Source: an optimization exercise on an open RTL-to-GDS flow (aim: small area and a short achievable clock period). Production flows keep margins and buffers that such runs may drop. The RTL of this run was laid out without a check of its function. Power figures rest on the tool's default switching activity, not on a simulated workload.

## flow/design.v

```verilog
package pfs_pkg;
    localparam int WORD_W = 256;
    localparam int ADDR_W = 22;
    localparam int SLOTS  = 9;       
    localparam logic [1:0] F_IDLE  = 2'd0;
    localparam logic [1:0] F_HEAD  = 2'd1;
    localparam logic [1:0] F_HWAIT = 2'd2;
    localparam logic [1:0] F_BODY  = 2'd3;
endpackage
module pattern_fetch_send (
    input  logic                         pixel_clk,
    input  logic                         pixel_rst_n,
    input  logic                         start,
    input  logic [2:0]                   pixel_sync,    
    input  logic                         mem_ready,
    output logic [pfs_pkg::ADDR_W:0]     mem_req,       
    input  logic [pfs_pkg::WORD_W:0]     mem_rsp,       
    output logic [2:0]                   gen_sync,      
    output logic [23:0]                  gen_rgb        
);
    localparam int W = pfs_pkg::WORD_W;
    localparam int S = pfs_pkg::SLOTS;
    logic rsp_valid;
    logic de;
    assign rsp_valid = mem_rsp[W];
    assign de        = pixel_sync[2];
    logic [1:0]                 fst;
    logic                       req_q;
    logic [pfs_pkg::ADDR_W-1:0] addr_q;
    logic                       hcalc;       
    logic [23:0]                tb_hi;       
    logic [7:0]                 tail;        
    logic                       tail_nz;     
    logic [7:0]                 h_fill;
    logic [31:0]                pcnt;        
    logic [23:0]                wcnt;        
    logic [3:0]                 used;        
    logic                       wr_ok;       
    logic [3:0]                 tq;          
    logic [1:0]                 tq_w;
    logic [1:0]                 tq_r;
    logic acc, acc_body, lp_cur, ls_cur, cand, raise, pop, wr;
    logic empty_set;
    assign acc      = req_q && mem_ready;
    assign acc_body = acc && fst == pfs_pkg::F_BODY;
    assign lp_cur   = wcnt[23:1] == 23'd0 && wcnt[0] == !tail_nz;
    assign ls_cur   = lp_cur && pcnt == 32'd1;
    assign cand     = fst == pfs_pkg::F_BODY && (req_q ? (mem_ready && !ls_cur) : 1'b1);
    assign raise    = cand && (used != 4'(S) || pop);
    assign mem_req  = {req_q, addr_q};
    assign empty_set = (tb_hi == 24'd0 && tail == 8'd0) || pcnt == 32'd0;
    assign wr       = rsp_valid && wr_ok;
    always_ff @(posedge pixel_clk or negedge pixel_rst_n) begin
        if (!pixel_rst_n) begin
            fst    <= pfs_pkg::F_IDLE;
            req_q  <= 1'b0;
            addr_q <= '0;
            hcalc  <= 1'b0;
            used   <= '0;
            wr_ok  <= 1'b1;
            tq_w   <= '0;
            tq_r   <= '0;
        end else begin
            hcalc <= 1'b0;
            wr_ok <= !(fst == pfs_pkg::F_HEAD || (fst == pfs_pkg::F_HWAIT && !rsp_valid));
            if (acc) begin
                addr_q <= addr_q + 1'b1;
            end
            if (acc_body) begin
                tq_w <= tq_w + 2'd1;
            end
            if (wr) begin
                tq_r <= tq_r + 2'd1;
            end
            case (fst)
                pfs_pkg::F_IDLE: begin
                    if (hcalc && !empty_set) begin
                        fst <= pfs_pkg::F_BODY;
                    end else if (start) begin
                        fst    <= pfs_pkg::F_HEAD;
                        req_q  <= 1'b1;
                        addr_q <= '0;
                        used   <= '0;
                        tq_w   <= '0;
                        tq_r   <= '0;
                    end
                end
                pfs_pkg::F_HEAD: begin
                    if (mem_ready) begin
                        req_q <= 1'b0;
                        fst   <= pfs_pkg::F_HWAIT;
                    end
                end
                pfs_pkg::F_HWAIT: begin
                    if (rsp_valid) begin
                        hcalc <= 1'b1;
                        fst   <= pfs_pkg::F_IDLE;
                    end
                end
                default: begin
                    req_q <= (req_q && !mem_ready) || raise;
                    if (acc && ls_cur) begin
                        fst <= pfs_pkg::F_IDLE;
                    end
                end
            endcase
            if (fst == pfs_pkg::F_BODY || pop) begin
                used <= used + 4'(raise) - 4'(pop);
            end
        end
    end
    always_ff @(posedge pixel_clk) begin
        if (fst == pfs_pkg::F_HWAIT && rsp_valid) begin
            tb_hi  <= mem_rsp[255:232];
            tail   <= mem_rsp[231:224];
            pcnt   <= mem_rsp[223:192];
            h_fill <= mem_rsp[191:184];
        end
        if (hcalc) begin
            wcnt    <= tb_hi;
            tail    <= tail - 8'd1;
            tail_nz <= tail != 8'd0;
        end
        if (acc_body) begin
            tq[tq_w] <= lp_cur;
            if (lp_cur) begin
                wcnt <= tb_hi;
                pcnt <= pcnt - 32'd1;
            end else begin
                wcnt <= wcnt - 24'd1;
            end
        end
    end
    logic [W-1:0] slot [S];
    logic [S-1:0] lp;        
    logic [S-1:0] v;         
    logic [S-1:0] ld;        
    logic [S-1:0] ld_a;      
    logic [S-1:0] ld_b;      
    logic [S-1:0] gap;       
    logic         empty_q;   
    logic         to0;       
    logic         pa;        
    always_comb begin
        gap[0] = !v[0];
        for (int i = 1; i < S; i++) begin
            gap[i] = gap[i-1] || !v[i];
        end
        for (int i = 0; i < S - 1; i++) begin
            ld_a[i] = v[i+1] && gap[i];
            ld_b[i] = v[i+1] && pa;
        end
        ld_a[S-1] = 1'b0;
        ld_b[S-1] = 1'b0;
        to0 = wr && empty_q;
        ld  = ld_a | ({S{de}} & ld_b);
        ld[0]   = ld[0] || to0;
        ld[S-1] = wr && !empty_q;
    end
    always_ff @(posedge pixel_clk) begin
        if (ld[0]) begin
            slot[0] <= to0 ? mem_rsp[W-1:0] : slot[1];
            lp[0]   <= to0 ? tq[tq_r] : lp[1];
        end
        for (int i = 1; i < S - 1; i++) begin
            if (ld[i]) begin
                slot[i] <= slot[i+1];
                lp[i]   <= lp[i+1];
            end
        end
        if (ld[S-1]) begin
            slot[S-1] <= mem_rsp[W-1:0];
            lp[S-1]   <= tq[tq_r];
        end
    end
    logic [S-1:0] v_nx;
    always_comb begin
        v_nx[0] = ld[0] || (v[0] && !pop);
        for (int i = 1; i < S; i++) begin
            v_nx[i] = ld[i] || (v[i] && !ld[i-1]);
        end
    end
    always_ff @(posedge pixel_clk or negedge pixel_rst_n) begin
        if (!pixel_rst_n) begin
            v       <= '0;
            empty_q <= 1'b1;
        end else begin
            v       <= v_nx;
            empty_q <= v_nx == '0;
        end
    end
    logic [7:0] bit_idx;
    logic [7:0] fill;        
    logic       cur_bit;
    logic       last_bit;
    assign cur_bit  = slot[0][~bit_idx];
    assign last_bit = bit_idx == 8'hff || (lp[0] && bit_idx == tail);
    assign pa       = v[0] && fill == 8'd0 && last_bit;
    assign pop      = de && pa;
    always_ff @(posedge pixel_clk or negedge pixel_rst_n) begin
        if (!pixel_rst_n) begin
            bit_idx <= '0;
            fill    <= '0;
        end else begin
            if (hcalc) begin
                bit_idx <= '0;
                fill    <= h_fill;
            end else if (de && v[0]) begin
                if (fill == 8'd0) begin
                    fill    <= h_fill;
                    bit_idx <= last_bit ? 8'd0 : bit_idx + 8'd1;
                end else begin
                    fill <= fill - 8'd1;
                end
            end
        end
    end
    logic show;
    logic white_r, white_g, black_b;
    assign show = de && v[0] && cur_bit;
    always_ff @(posedge pixel_clk or negedge pixel_rst_n) begin
        if (!pixel_rst_n) begin
            gen_sync <= 3'b011;
            white_r  <= 1'b1;
            black_b  <= 1'b0;
        end else begin
            gen_sync <= pixel_sync;
            white_r  <= !show;
            black_b  <= show;
        end
    end
    always_ff @(posedge pixel_clk) begin
        white_g <= !show;
    end
    assign gen_rgb = {{8{white_r}}, {8{white_g}}, {8{~black_b}}};
endmodule
```

## flow/flow/run.sh

```bash
#!/bin/bash
# Standard layout, with timing repair aimed below the clock period,
# small port buffers and a clock tree without dummy loads.
set -euo pipefail
CTS="-sink_clustering_enable -repair_clock_nets -sink_clustering_size 25 -sink_clustering_max_diameter 80 -buf_list {sky130_fd_sc_hd__clkbuf_8 sky130_fd_sc_hd__clkbuf_16} -dont_use_dummy_load"
bash standard.sh SETUP_SLACK_MARGIN=8.4 "BUFFER_PORTS_ARGS=-buffer_cell sky130_fd_sc_hd__buf_1" "CTS_ARGS=$CTS" finish > flow_make.log 2>&1
```

## flow/standard.sh

```bash
#!/bin/bash
# synth_recipe.tcl (not shown) runs the flow's synth.tcl, then flattens the netlist and writes it again
# the make line also repeats each setting of config.mk as NAME=value (left out here)
make -C /OpenROAD-flow-scripts/flow DESIGN_CONFIG=/design/flow/config.mk WORK_HOME=/design/flow/orfs CLKGATE_MAP_FILE= SYNTH_SCRIPT=/design/flow/synth_recipe.tcl "${@:-finish}"
```

## flow/config.mk

```make
export PLATFORM = sky130hd
export DESIGN_NAME = pattern_fetch_send
export DESIGN_NICKNAME = pattern_fetch_send
export VERILOG_FILES = /design/flow/design.v
export SDC_FILE = /design/flow/constraint.sdc
export NUM_CORES = 4
export LEC_CHECK = 0
export CAP_MARGIN = 20
export CORE_MARGIN = 2
export CORE_UTILIZATION = 40
export CTS_BUF_LIST = sky130_fd_sc_hd__clkbuf_8 sky130_fd_sc_hd__clkbuf_16
export CTS_CLUSTER_DIAMETER = 80
export CTS_CLUSTER_SIZE = 25
export SLEW_MARGIN = 20
```

## flow/constraint.sdc

```tcl
create_clock -name core_clock -period 12.0 [get_ports {pixel_clk}]
set_input_delay 2.4000 -clock core_clock [delete_from_list [all_inputs] [get_ports {pixel_clk}]]
set_output_delay 2.4000 -clock core_clock [all_outputs]
set_load 0.01 [all_outputs]
```

==> results.toml <==
[status]
status = "complete, no violations"

[setup_path]
critPathSlowestCell = "dfstp_2"
required_ns = 9.60
cp-start-kind = "flop"
arrival_ns = 1.55
critPathMaxFanout = 8
worstPathCellList = "buf_12 > buf_6"
worstSetupEndpointType = "primary output"
cpPeakStageDelay_ns = 0.54
criticalPathCategory = "reg2out"
r2r_cells = 16

[global_route]
grt_pass1_wl_um = 256000
antenna_found_initial = 39
grt_pass1_vias = 36369
grt_max_degree = 148
track_usage = 0.168
grt-ovfl-total = 0

[sta]
period_share = 0.329
tightest_slew_ns = 1.26
report.final.slew_viol_count = 0
tns_ns = 0
setup-violations-final = 0
max_freq_mhz = 253
hold_viol_final = 0
min_period_ns = 3.95
clock_skew_ns = 0.119
slew-limit-headroom = 0.163
rsz0062_at_grt = "yes"

[flow_run]
drv_cap = 0

[floorplanning]
core_area_sq_um = 207000
die_w_um = 460
ios = 314
die_y_um = 460
initial_utilization = 0.402
rows = 167
dieArea_sq_um = 212000

[synthesis]
synth_ff_type = "edfxtp_1"
netlist_area_sq_um = 83300
synthDistinctLibCells = 69
synth_nets = 4543
yosys_register_bits = 2481
ys_warn_count = 2
avgSynthCellArea_sq_um = 19.5
synth_edf_count = 2382
syn_inst = 4261
ys_seq_area_frac = 0.887
async_flop_share = 0.0266

[detailed_routing]
avgRoutedWirePerCell_um = 25.1
drt-pass1-iter-count = 5
num_vias = 38214
drc = 0
ant_nets = 0
avgViaCountPerCell = 5.03
drt_iter0_drc = 4343
routed_wl_um = 191000

[final_layout]
fin_util = 0.458
multi_input_area_sq_um = 9010
seqCellArea_sq_um = 73900
fillCellCount = 17267
syn2layout_area_growth_pct = 13.9
drive_above_1_share = 0.111
nNetsFinal = 5084
final_cells = 7602

[place]
gp_congestion = 0.793
io_buffers = 313
dpl.cell_count = 7272
place.detailed.hpwl_um = 105000

[clocking]
numCtsBuffers = 117
clkTransAtPathRegs_ns = 0.09
clock-sinks = 2481
cts_buffer_depth = 3
ctsHoldBuffers = 0
worstSkewPairLatency_ns = 0.79
root_buffer = "clkbuf_16"
htree_levels = 3
cts_tree = "yes"

[min_path]
holdCritPathClass = "reg2reg"
hold_depth = 0

[power_and_ir_drop]
leakage_uw = 0.0309
powerDensity_nw_per_um2 = 166
vdd.ir_drop.worst_mv = 0.111
finalPower_uw = 15700
[state kept, by name, indices dropped and copies added, names as in the netlist, 2 cells and up]
signal,cells
wcnt,24
fst,2
tq,4
bit_idx,8
used,4
tb_hi,24
fill,8
tq_r,2
slot,2304
v,9
lp,9
tail,8
gen_sync,3
pcnt,32
addr_q,22
h_fill,8
tq_w,2
[through the flow]
step	area (sq um)	hold WS, ns	setup WS (ns)
CTS	92900	0.350	7.96
detailed placement	87900	0.405	5.93
finish	94900	0.353	8.05
global route	94900	0.361	7.96
floorplan	83400	0.400	4.41
global placement	87900	0.400	6.01
[cells in the final DEF, fill, tap and decap left out, drive strengths merged, types with 8 or more instances in the layout]
master | netlist | final
diode | 0 | 14
a31oi | 8 | 8
mux2i | 65 | 65
xor2 | 23 | 23
o21ai | 42 | 42
and2 | 9 | 18
dfxtp | 33 | 33
inv | 43 | 41
nor3 | 36 | 36
nand4 | 15 | 15
o221ai | 27 | 27
nand2 | 822 | 822
nor4 | 23 | 23
nor2 | 157 | 158
nand3 | 43 | 45
xnor2 | 44 | 44
edfxtp | 2382 | 2382
or3 | 13 | 13
a211oi | 8 | 8
a21oi | 85 | 85
clkbuf | 89 | 168
dfrtp | 61 | 61
nand2b | 10 | 10
o31ai | 12 | 12
mux4 | 35 | 35
buf | 52 | 493
nor2b | 9 | 10
and3 | 13 | 14
o22ai | 20 | 20
ha | 17 | 17
[cells in the mapped netlist (6+ instances only)]
cell | instances | area share
a211oi_1 | 8 | 0.00072
a21oi_1 | 85 | 0.0051
a31oi_1 | 8 | 0.00060
and2_1 | 8 | 0.00060
and3_1 | 13 | 0.00098
buf_1 | 10 | 0.00045
buf_2 | 17 | 0.0010
buf_4 | 24 | 0.0022
clkbuf_1 | 89 | 0.0040
dfrtp_1 | 61 | 0.018
dfxtp_1 | 33 | 0.0079
edfxtp_1 | 2382 | 0.86
ha_1 | 17 | 0.0026
inv_1 | 43 | 0.0019
mux2i_1 | 65 | 0.0078
mux4_2 | 35 | 0.0095
nand2_1 | 822 | 0.037
nand2b_1 | 10 | 0.00075
nand3_1 | 43 | 0.0026
nand4_1 | 15 | 0.0011
nor2_1 | 157 | 0.0071
nor2b_1 | 9 | 0.00068
nor3_1 | 35 | 0.0021
nor4_1 | 21 | 0.0016
o21ai_0 | 42 | 0.0025
o221ai_1 | 27 | 0.0028
o22ai_1 | 20 | 0.0015
o31ai_1 | 12 | 0.0011
or2_2 | 6 | 0.00045
or3_1 | 9 | 0.00068
xnor2_1 | 44 | 0.0046
xor2_1 | 23 | 0.0024
[repair_timing]
action / in CTS / in global routing
endpoints found under the setup margin: 2651 / 1470
pin swaps: 15 / 8
gates resized for setup: 223 / 95
buffers inserted: 64 / 47
endpoints found under the hold margin: 0 / 0
cloned: 33 / 55
[layer usage]
metal / vias up / share of wire / GRT usage
met1: 19692 / 0.44 / 0.247
met5: - / 0.00042 / 0
met3: 217 / 0.069 / 0.0259
met4: 16 / 0.019 / 0.0337
met2: 1282 / 0.47 / 0.268
li1: 17007 / - / -
[cell type report]
class                           count  area share
Antenna cell                       14    0.000369
Clock buffer                      117      0.0309
Inverter                           44     0.00189
Multi-Input combinational cell   1610      0.0950
Sequential cell                  2481       0.778
Tap cell                         2788      0.0368
Timing Repair Buffer              548      0.0566
[report_power, final]
group | leakage [uW] | internal [uW] | switching, uW
Sequential | 0.0226 | 9800 | 230
Clock | 0.00144 | 1730 | 2450
Combinational | 0.00683 | 558 | 949
[final timing paths]
check,from,to,slack [ns]
worst max-delay path,white_r,gen_rgb[17],8.05
worst min-delay path,slot[8][6],slot[7][6],0.35
worst max register to register,bit_idx[0],used[2],8.39
worst min register to register,slot[8][6],slot[7][6],0.35
max in group asynchronous,pixel_rst_n,bit_idx[1],9.28
min in group asynchronous,pixel_rst_n,addr_q[15],1.48
[worst max-delay path: cells and delay by family, from the launching register on]
family / cells / cell delay, ns
flip-flops: 1 / 0.54
buffers and inverters: 2 / 0.24
[logic make-up (layout without fill, tap and decap cells)]
kind of cell	count (synthesis)	count (layout)	synth area share
AO/OA/AOI/OAI	236	237	0.0178
AND/OR/NAND/NOR	1172	1186	0.0583
adder cells (fa/ha/maj)	18	18	0.00279
other	0	14	0
multiplexers	102	102	0.0175
flip-flops	2481	2481	0.887
buffers and inverters	185	709	0.00977
XOR/XNOR	67	67	0.00705

[separate check: timing with driven ports]
In the flow no input, the clock included, has a driving cell. The finished layout below was timed again as built, in two steps. Step 1 assumes that a clkbuf_16 drives the clock port and a buf_2 every other input. Step 2, shift: input delay + t, output delay - t, t = (earliest + latest rising clock arrival at the registers) / 2. This alone moves slack from input paths to output paths. a / b / c = ideal / step 1 / step 2; a / b = the first two.
shift t [ns]: 0.820
slack for setup (ns): 8.047 / 7.962 / 7.344
hold WS [ns]: 0.353 / 0.353 / 0.353
slew at the worst register clock pin (ns): 0.10 / 0.10
pins driven straight from the clock port: 1
After both steps setup and hold are still met in this run. The setup slack of this run moves by -0.085 ns with the drivers and by -0.703 ns with both steps.
